This design comes from an exercise in tuning for small area, a short achievable clock period and few clock cycles per item on the open sky130 flow, not from production work.
At most, simulation tests tie the RTL to the original design; equivalence was not proved.
Power figures rest on the tool's default switching activity, not on a simulated workload. The flow treats the clock pin as an ideal source, which a real chip does not have.

## l1_cache
module l1_cache #(
    parameter int INDEX_BITS = 4
) (
    input  logic        clock,
    input  logic        arst_n,
    input  logic        read,
    input  logic        write,
    input  logic        flush,
    input  logic [31:0] address,
    input  logic [31:0] data_in,
    input  logic [3:0]  byte_en,
    input  logic [3:0]  mem2cache_msg,
    input  logic [31:0] mem2cache_data,
    output logic        ready,
    output logic        valid,
    output logic [31:0] data_out,
    output logic [3:0]  cache2mem_msg,
    output logic [31:0] cache2mem_address,
    output logic [31:0] cache2mem_data
);
==> flow/config.mk <==
export PLATFORM = sky130hd
export DESIGN_NAME = l1_cache
export DESIGN_NICKNAME = l1_cache
export VERILOG_FILES = /design/flow/design.v
export SDC_FILE = /design/flow/constraint.sdc
export NUM_CORES = 4
export LEC_CHECK = 0
export CAP_MARGIN = 20
export CORE_MARGIN = 2
export CORE_UTILIZATION = 40
export SETUP_SLACK_MARGIN = 2.45
export SLEW_MARGIN = 20
export TNS_END_PERCENT = 100
==> flow/constraint.sdc <==
create_clock -name core_clock -period 5.0 [get_ports {clock}]
set_input_delay 1.0000 -clock core_clock [delete_from_list [all_inputs] [get_ports {clock}]]
set_output_delay 1.0000 -clock core_clock [all_outputs]
set_load 0.01 [all_outputs]
standard.sh (not shown) runs the stock make flow with config.mk's settings and CLKGATE_MAP_FILE= SYNTH_SCRIPT=/design/flow/synth_recipe.tcl, a recipe that flattens the netlist after the stock synthesis.
==> flow/flow/run.sh <==
#!/bin/bash
# The standard layout, with two changes:
#  - port buffers are buf_2 cells rather than the default delay buffers;
#  - the clock tree uses clkbuf_16 in clusters of up to 30 sinks and 80 um,
#    without dummy loads.
# make's full output goes to standard.log; each ORFS step keeps its own log
# under orfs/logs/.
set -euo pipefail
cd "$(dirname "$0")/.."
bash standard.sh \
  "BUFFER_PORTS_ARGS=-buffer_cell sky130_fd_sc_hd__buf_2" \
  "CTS_ARGS=-sink_clustering_enable -repair_clock_nets -dont_use_dummy_load -sink_clustering_size 30 -sink_clustering_max_diameter 80 -buf_list {sky130_fd_sc_hd__clkbuf_16}" \
  finish > standard.log 2>&1
Then changed:
--- a/flow/design.v
+++ b/flow/design.v
@@ -172,46 +172,34 @@
         end else begin
             ready_q <= ~(s1_v_next & m_busy_next) & ~m_wbp_next;
             fire_q  <= s1_v_next & ~m_busy_next;
             s1_v    <= s1_v_next;
             msg_q   <= msg_next;
             m_gap   <= m_gap_next;
             m_wbp   <= m_wbp_next;
             valid_q <= (fire & s1_rd & hit) |
                        ((msg_q == M_READ) & mem_resp & m_rd);
         end
     end
-    always_ff @(posedge clock or negedge arst_n) begin
-        if (!arst_n) begin
-            s1_rd  <= 1'b0;
-            s1_wr  <= 1'b0;
-            s1_fl  <= 1'b0;
-            s1_tag <= '0;
-            s1_idx <= '0;
-            s1_wbe <= '0;
-            s1_oh  <= '0;
-        end else if (~s1_v | fire) begin
-            s1_rd  <= read;
-            s1_wr  <= write;
-            s1_fl  <= flush;
-            s1_tag <= address[31 -: TAG_BITS];
-            s1_idx <= address[2 +: INDEX_BITS];
-            s1_wbe <= write ? byte_en : 4'b0000;
+    always_ff @(posedge clock) begin
+        if (~s1_v | fire) begin
+            s1_rd   <= read;
+            s1_wr   <= write;
+            s1_fl   <= flush;
+            s1_tag  <= address[31 -: TAG_BITS];
+            s1_idx  <= address[2 +: INDEX_BITS];
+            s1_data <= data_in;
+            s1_wbe  <= write ? byte_en : 4'b0000;
             for (int j = 0; j < DEPTH; j++) begin
                 s1_oh[j] <= (address[2 +: INDEX_BITS] == j);
             end
-        end
-    end
-    always_ff @(posedge clock) begin
-        if (~s1_v | fire) begin
-            s1_data <= data_in;
         end
     end
     always_ff @(posedge clock) begin
         if (fire) begin
             m_idx  <= s1_idx;
             m_rd   <= s1_rd;
             m_keep <= s1_wbe;
         end
         if (fire) begin
             maddr_q <= {(victim_dirty ? tsel_q : s1_tag), s1_idx};
         end else if (m_gap) begin
The new run finished with timing, DRC and antenna clean.
Via count is lower by 2.6%.
Worst hold slack gets worse by 0.037 ns.
Sequential power increases by about 3%.
Routed wire length goes down by 1.9%.
Clock power went down by about 3%.
Setup slack is better by 0.16 ns.
First-iteration DRC count climbs by 5.6%.
Combinational power went up by 29%.
Non-clock buffer count rises by 25.
Testbench counts after the change, summed over its fixed seeds: cycles 51,789, items 12,000.
Only the layout flow was run in the first run of this note; the RTL was not checked for function there.


== sierra ==
The RTL this note starts from:
==> flow/design.v <==
`timescale 1ns/100ps
package cache_pkg;
    localparam int DATA_WIDTH   = 32;
    localparam int ADDRESS_BITS = 32;
    localparam int BYTE_LANES   = DATA_WIDTH / 8;
    typedef logic [DATA_WIDTH-1:0]   word_t;
    typedef logic [ADDRESS_BITS-1:0] addr_t;
    typedef logic [BYTE_LANES-1:0]   byte_en_t;
    typedef logic [3:0]              msg_t;
    localparam msg_t NO_REQ   = 4'd0;
    localparam msg_t R_REQ    = 4'd1;
    localparam msg_t WB_REQ   = 4'd2;
    localparam msg_t FLUSH    = 4'd3;
    localparam msg_t MEM_RESP = 4'd4;
    typedef enum logic [3:0] {
        RESET,
        IDLE,
        CACHE_ACCESS,
        WRITE_BACK,
        WB_WAIT,
        READ_STATE,
        WAIT,
        UPDATE,
        SRV_FLUSH_REQ,
        WAIT_FLUSH_REQ
    } ctrl_state_t;
endpackage
`timescale 1ns/100ps
`timescale 1ns/100ps
`timescale 1ns/100ps
module l1_cache #(
    parameter int INDEX_BITS = 4
) (
    input  logic        clock,
    input  logic        arst_n,
    input  logic        read,
    input  logic        write,
    input  logic        flush,
    input  logic [31:0] address,
    input  logic [31:0] data_in,
    input  logic [3:0]  byte_en,
    input  logic [3:0]  mem2cache_msg,
    input  logic [31:0] mem2cache_data,
    output logic        ready,
    output logic        valid,
    output logic [31:0] data_out,
    output logic [3:0]  cache2mem_msg,
    output logic [31:0] cache2mem_address,
    output logic [31:0] cache2mem_data
);
    localparam int DEPTH    = 1 << INDEX_BITS;
    localparam int TAG_BITS = 32 - 2 - INDEX_BITS;
    localparam logic [1:0] M_NONE  = 2'd0;
    localparam logic [1:0] M_READ  = 2'd1;    
    localparam logic [1:0] M_WB    = 2'd2;    
    localparam logic [1:0] M_FLUSH = 2'd3;    
    logic [DEPTH-1:0]    valid_bits;
    logic [DEPTH-1:0]    dirty_bits;
    logic [TAG_BITS-1:0] tag_mem  [0:DEPTH-1];
    logic [31:0]         data_mem [0:DEPTH-1];
    logic                  s1_v;
    logic                  s1_rd, s1_wr, s1_fl;
    logic [TAG_BITS-1:0]   s1_tag;
    logic [INDEX_BITS-1:0] s1_idx;
    logic [DEPTH-1:0]      s1_oh;       
    logic [31:0]           s1_data;
    logic [3:0]            s1_wbe;      
    logic [TAG_BITS-1:0]   tsel_q;
    logic                  vsel_q, dsel_q;
    logic [1:0]            msg_q;
    logic                  m_gap;       
    logic                  m_wbp;       
    logic [INDEX_BITS-1:0] m_idx;
    logic                  m_rd;
    logic [3:0]            m_keep;      
    logic [29:0]           maddr_q;
    logic [31:0]           out_q;       
    logic                  valid_q;
    logic                  ready_q;
    logic                  fire_q;      
    logic one_request, mem_resp, m_busy, fire, hit, victim_dirty;
    logic s1_v_next, m_busy_next, m_gap_next, m_wbp_next;
    logic [1:0] msg_next;
    logic [TAG_BITS-1:0]   tag_rd;
    logic [31:0]           data_sel;
    logic                  same_line;
    assign one_request = (read & ~write & ~flush) | (~read & write & ~flush) |
                         (~read & ~write & flush);
    assign mem_resp = (mem2cache_msg == 4'd4);
    assign m_busy   = (msg_q != M_NONE) | m_gap;
    assign fire     = fire_q;
    assign hit          = vsel_q & (tsel_q == s1_tag);
    assign victim_dirty = vsel_q & dsel_q;
    logic                  take_addr;
    logic [DEPTH-1:0]      addr_oh, sel_oh, hold_oh, hold_oh_next;
    logic [INDEX_BITS-1:0] s1_idx_next, m_idx_next, hold_idx_next;
    logic                  v_rd, d_rd;
    assign take_addr = (~s1_v | fire) & ~m_wbp;
    always_comb begin
        for (int j = 0; j < DEPTH; j++) begin
            addr_oh[j] = (address[2 +: INDEX_BITS] == j);
        end
    end
    assign sel_oh = take_addr ? addr_oh : hold_oh;
    always_comb begin
        tag_rd = '0;
        v_rd   = 1'b0;
        d_rd   = 1'b0;
        for (int j = 0; j < DEPTH; j++) begin
            tag_rd = tag_rd | (tag_mem[j] & {TAG_BITS{sel_oh[j]}});
            v_rd   = v_rd | (valid_bits[j] & sel_oh[j]);
            d_rd   = d_rd | (dirty_bits[j] & sel_oh[j]);
        end
    end
    assign same_line = fire & (address[2 +: INDEX_BITS] == s1_idx);
    assign s1_idx_next   = (~s1_v | fire) ? address[2 +: INDEX_BITS] : s1_idx;
    assign m_idx_next    = fire ? s1_idx : m_idx;
    assign hold_idx_next = m_wbp_next ? m_idx_next : s1_idx_next;
    always_comb begin
        for (int j = 0; j < DEPTH; j++) begin
            hold_oh_next[j] = (hold_idx_next == j);
        end
    end
    always_ff @(posedge clock) begin
        hold_oh <= hold_oh_next;
    end
    always_comb begin
        data_sel = '0;
        for (int j = 0; j < DEPTH; j++) begin
            data_sel = data_sel | (data_mem[j] & {32{s1_oh[j]}});
        end
    end
    always_ff @(posedge clock) begin
        tsel_q <= tag_rd;
        if (same_line) begin
            vsel_q <= ~s1_fl | (vsel_q & ~hit);
            dsel_q <= s1_wr | dsel_q;
        end else begin
            vsel_q <= v_rd;
            dsel_q <= d_rd;
        end
    end
    always_comb begin
        msg_next   = msg_q;
        m_gap_next = m_gap;
        if (fire) begin
            if (s1_fl) begin
                if (hit & dsel_q) msg_next = M_FLUSH;
            end else if (!hit) begin
                msg_next = victim_dirty ? M_WB : M_READ;
            end
        end else if (m_gap) begin
            msg_next   = M_READ;
            m_gap_next = 1'b0;
        end else if (mem_resp) begin
            msg_next   = M_NONE;
            m_gap_next = (msg_q == M_WB);
        end
    end
    assign m_busy_next = (msg_next != M_NONE) | m_gap_next;
    assign m_wbp_next  = (msg_next == M_WB) | m_gap_next;
    assign s1_v_next   = ready_q ? one_request : (s1_v & ~fire);
    always_ff @(posedge clock or negedge arst_n) begin
        if (!arst_n) begin
            ready_q <= 1'b0;
            fire_q  <= 1'b0;
            s1_v    <= 1'b0;
            msg_q   <= M_NONE;
            m_gap   <= 1'b0;
            m_wbp   <= 1'b0;
            valid_q <= 1'b0;
        end else begin
            ready_q <= ~(s1_v_next & m_busy_next) & ~m_wbp_next;
            fire_q  <= s1_v_next & ~m_busy_next;
            s1_v    <= s1_v_next;
            msg_q   <= msg_next;
            m_gap   <= m_gap_next;
            m_wbp   <= m_wbp_next;
            valid_q <= (fire & s1_rd & hit) |
                       ((msg_q == M_READ) & mem_resp & m_rd);
        end
    end
    always_ff @(posedge clock or negedge arst_n) begin
        if (!arst_n) begin
            s1_rd  <= 1'b0;
            s1_wr  <= 1'b0;
            s1_fl  <= 1'b0;
            s1_tag <= '0;
            s1_idx <= '0;
            s1_wbe <= '0;
            s1_oh  <= '0;
        end else if (~s1_v | fire) begin
            s1_rd  <= read;
            s1_wr  <= write;
            s1_fl  <= flush;
            s1_tag <= address[31 -: TAG_BITS];
            s1_idx <= address[2 +: INDEX_BITS];
            s1_wbe <= write ? byte_en : 4'b0000;
            for (int j = 0; j < DEPTH; j++) begin
                s1_oh[j] <= (address[2 +: INDEX_BITS] == j);
            end
        end
    end
    always_ff @(posedge clock) begin
        if (~s1_v | fire) begin
            s1_data <= data_in;
        end
    end
    always_ff @(posedge clock) begin
        if (fire) begin
            m_idx  <= s1_idx;
            m_rd   <= s1_rd;
            m_keep <= s1_wbe;
        end
        if (fire) begin
            maddr_q <= {(victim_dirty ? tsel_q : s1_tag), s1_idx};
        end else if (m_gap) begin
            maddr_q <= {tsel_q, m_idx};
        end
        if (fire) begin
            out_q <= data_sel;
        end else if (msg_q == M_READ) begin
            out_q <= mem2cache_data;
        end
    end
    always_ff @(posedge clock or negedge arst_n) begin
        if (!arst_n) begin
            valid_bits <= '0;
        end else begin
            for (int j = 0; j < DEPTH; j++) begin
                if (fire & s1_oh[j] & (~s1_fl | hit)) valid_bits[j] <= ~s1_fl;
            end
        end
    end
    logic        fill;
    logic [31:0] wdata;
    assign fill  = (msg_q == M_READ);
    assign wdata = m_busy ? mem2cache_data : s1_data;
    always_ff @(posedge clock) begin
        for (int j = 0; j < DEPTH; j++) begin
            if (fire & ~s1_fl & s1_oh[j]) begin
                tag_mem[j]    <= s1_tag;
                dirty_bits[j] <= s1_wr | (hit & dsel_q);
            end
            for (int i = 0; i < 4; i++) begin
                if ((fire & s1_oh[j] & s1_wbe[i]) |
                    (fill & (m_idx == j) & ~m_keep[i])) begin
                    data_mem[j][8*i +: 8] <= wdata[8*i +: 8];
                end
            end
        end
    end
    assign ready             = ready_q;
    assign valid             = valid_q;
    assign data_out          = out_q;
    assign cache2mem_msg     = {2'b00, msg_q};
    assign cache2mem_address = {maddr_q, 2'b00};
    assign cache2mem_data    = out_q;
endmodule
export LEC_CHECK = 0
export CAP_MARGIN = 20
export CORE_MARGIN = 2
export CORE_UTILIZATION = 40
export PLACE_DENSITY = 0.75
export SETUP_SLACK_MARGIN = 2.45
export SLEW_MARGIN = 20
export TNS_END_PERCENT = 100
create_clock -name core_clock -period 5.0 [get_ports {clock}]
Scripts as last shown in full above: flow/flow/run.sh
Inputs modified between sierra and xenon:
--- a/flow/design.v
+++ b/flow/design.v
@@ -180,30 +180,18 @@
                        ((msg_q == M_READ) & mem_resp & m_rd);
         end
     end
-    always_ff @(posedge clock or negedge arst_n) begin
-        if (!arst_n) begin
-            s1_rd  <= 1'b0;
-            s1_wr  <= 1'b0;
-            s1_fl  <= 1'b0;
-            s1_tag <= '0;
-            s1_idx <= '0;
-            s1_wbe <= '0;
-            s1_oh  <= '0;
-        end else if (~s1_v | fire) begin
-            s1_rd  <= read;
-            s1_wr  <= write;
-            s1_fl  <= flush;
-            s1_tag <= address[31 -: TAG_BITS];
-            s1_idx <= address[2 +: INDEX_BITS];
-            s1_wbe <= write ? byte_en : 4'b0000;
+    always_ff @(posedge clock) begin
+        if (~s1_v | fire) begin
+            s1_rd   <= read;
+            s1_wr   <= write;
+            s1_fl   <= flush;
+            s1_tag  <= address[31 -: TAG_BITS];
+            s1_idx  <= address[2 +: INDEX_BITS];
+            s1_data <= data_in;
+            s1_wbe  <= write ? byte_en : 4'b0000;
             for (int j = 0; j < DEPTH; j++) begin
                 s1_oh[j] <= (address[2 +: INDEX_BITS] == j);
             end
-        end
-    end
-    always_ff @(posedge clock) begin
-        if (~s1_v | fire) begin
-            s1_data <= data_in;
         end
     end
     always_ff @(posedge clock) begin
Notes after the runs:
- Changes observed in xenon relative to sierra: final net count dropped 2.6%, number of synthesized flops with an enable pin grew by about 4.7%, critical path data arrival time now sits lower.
- Measured against each other, xenon and sierra differ in combinational power share, the higher figure coming from xenon.
- Compared with sierra, xenon shows a higher proportion of synthesized area in mux cells.
- Post-route standard cell area excluding fillers on xenon is ahead of sierra.
- NOTE combined area of the multi-input logic cells sierra->xenon decreased by a few percent
- | worst setup slack | xenon vs sierra | better |
Testbench counts of xenon, summed over its fixed seeds: cycles 51,789, items 12,000.
Only the layout flow was run in sierra; the RTL was not checked for function there.

-- afterwards: timing with drivers on the ports --
No port has a modelled driver above. Below, the same layouts with a new extraction and two added sets of constraints. Step 1 (the two cells are an assumption about what drives the block):
set clk [get_ports {clock}]
set_driving_cell -lib_cell sky130_fd_sc_hd__clkbuf_16 $clk
set_driving_cell -lib_cell sky130_fd_sc_hd__buf_2 [delete_from_list [all_inputs] $clk]
Step 2 also shifts input and output timing later by t, the mid clock arrival at the registers, as if the neighbouring blocks saw the same clock. a / b / c = no drivers / after step 1 / after step 2; a / b = the first two.
run | shift t [ns] | setup slack, ns | worst hold slack (ns)
the first run of note 1 | 0.708 | 2.320 / 2.320 / 1.863 | 0.371 / 0.347 / 0.371
the second run of note 1 | 0.714 | 2.476 / 2.476 / 1.837 | 0.333 / 0.376 / 0.484
sierra | 0.714 | 2.255 / 2.255 / 1.827 | 0.337 / 0.288 / 0.485
xenon | 0.704 | 2.431 / 2.431 / 1.811 | 0.352 / 0.417 / 0.461
After both steps setup and hold are still met in every run listed. For the second run of note 1, which loses most, drivers alone change the setup slack by 0.000 ns; drivers and shift together by -0.639 ns.
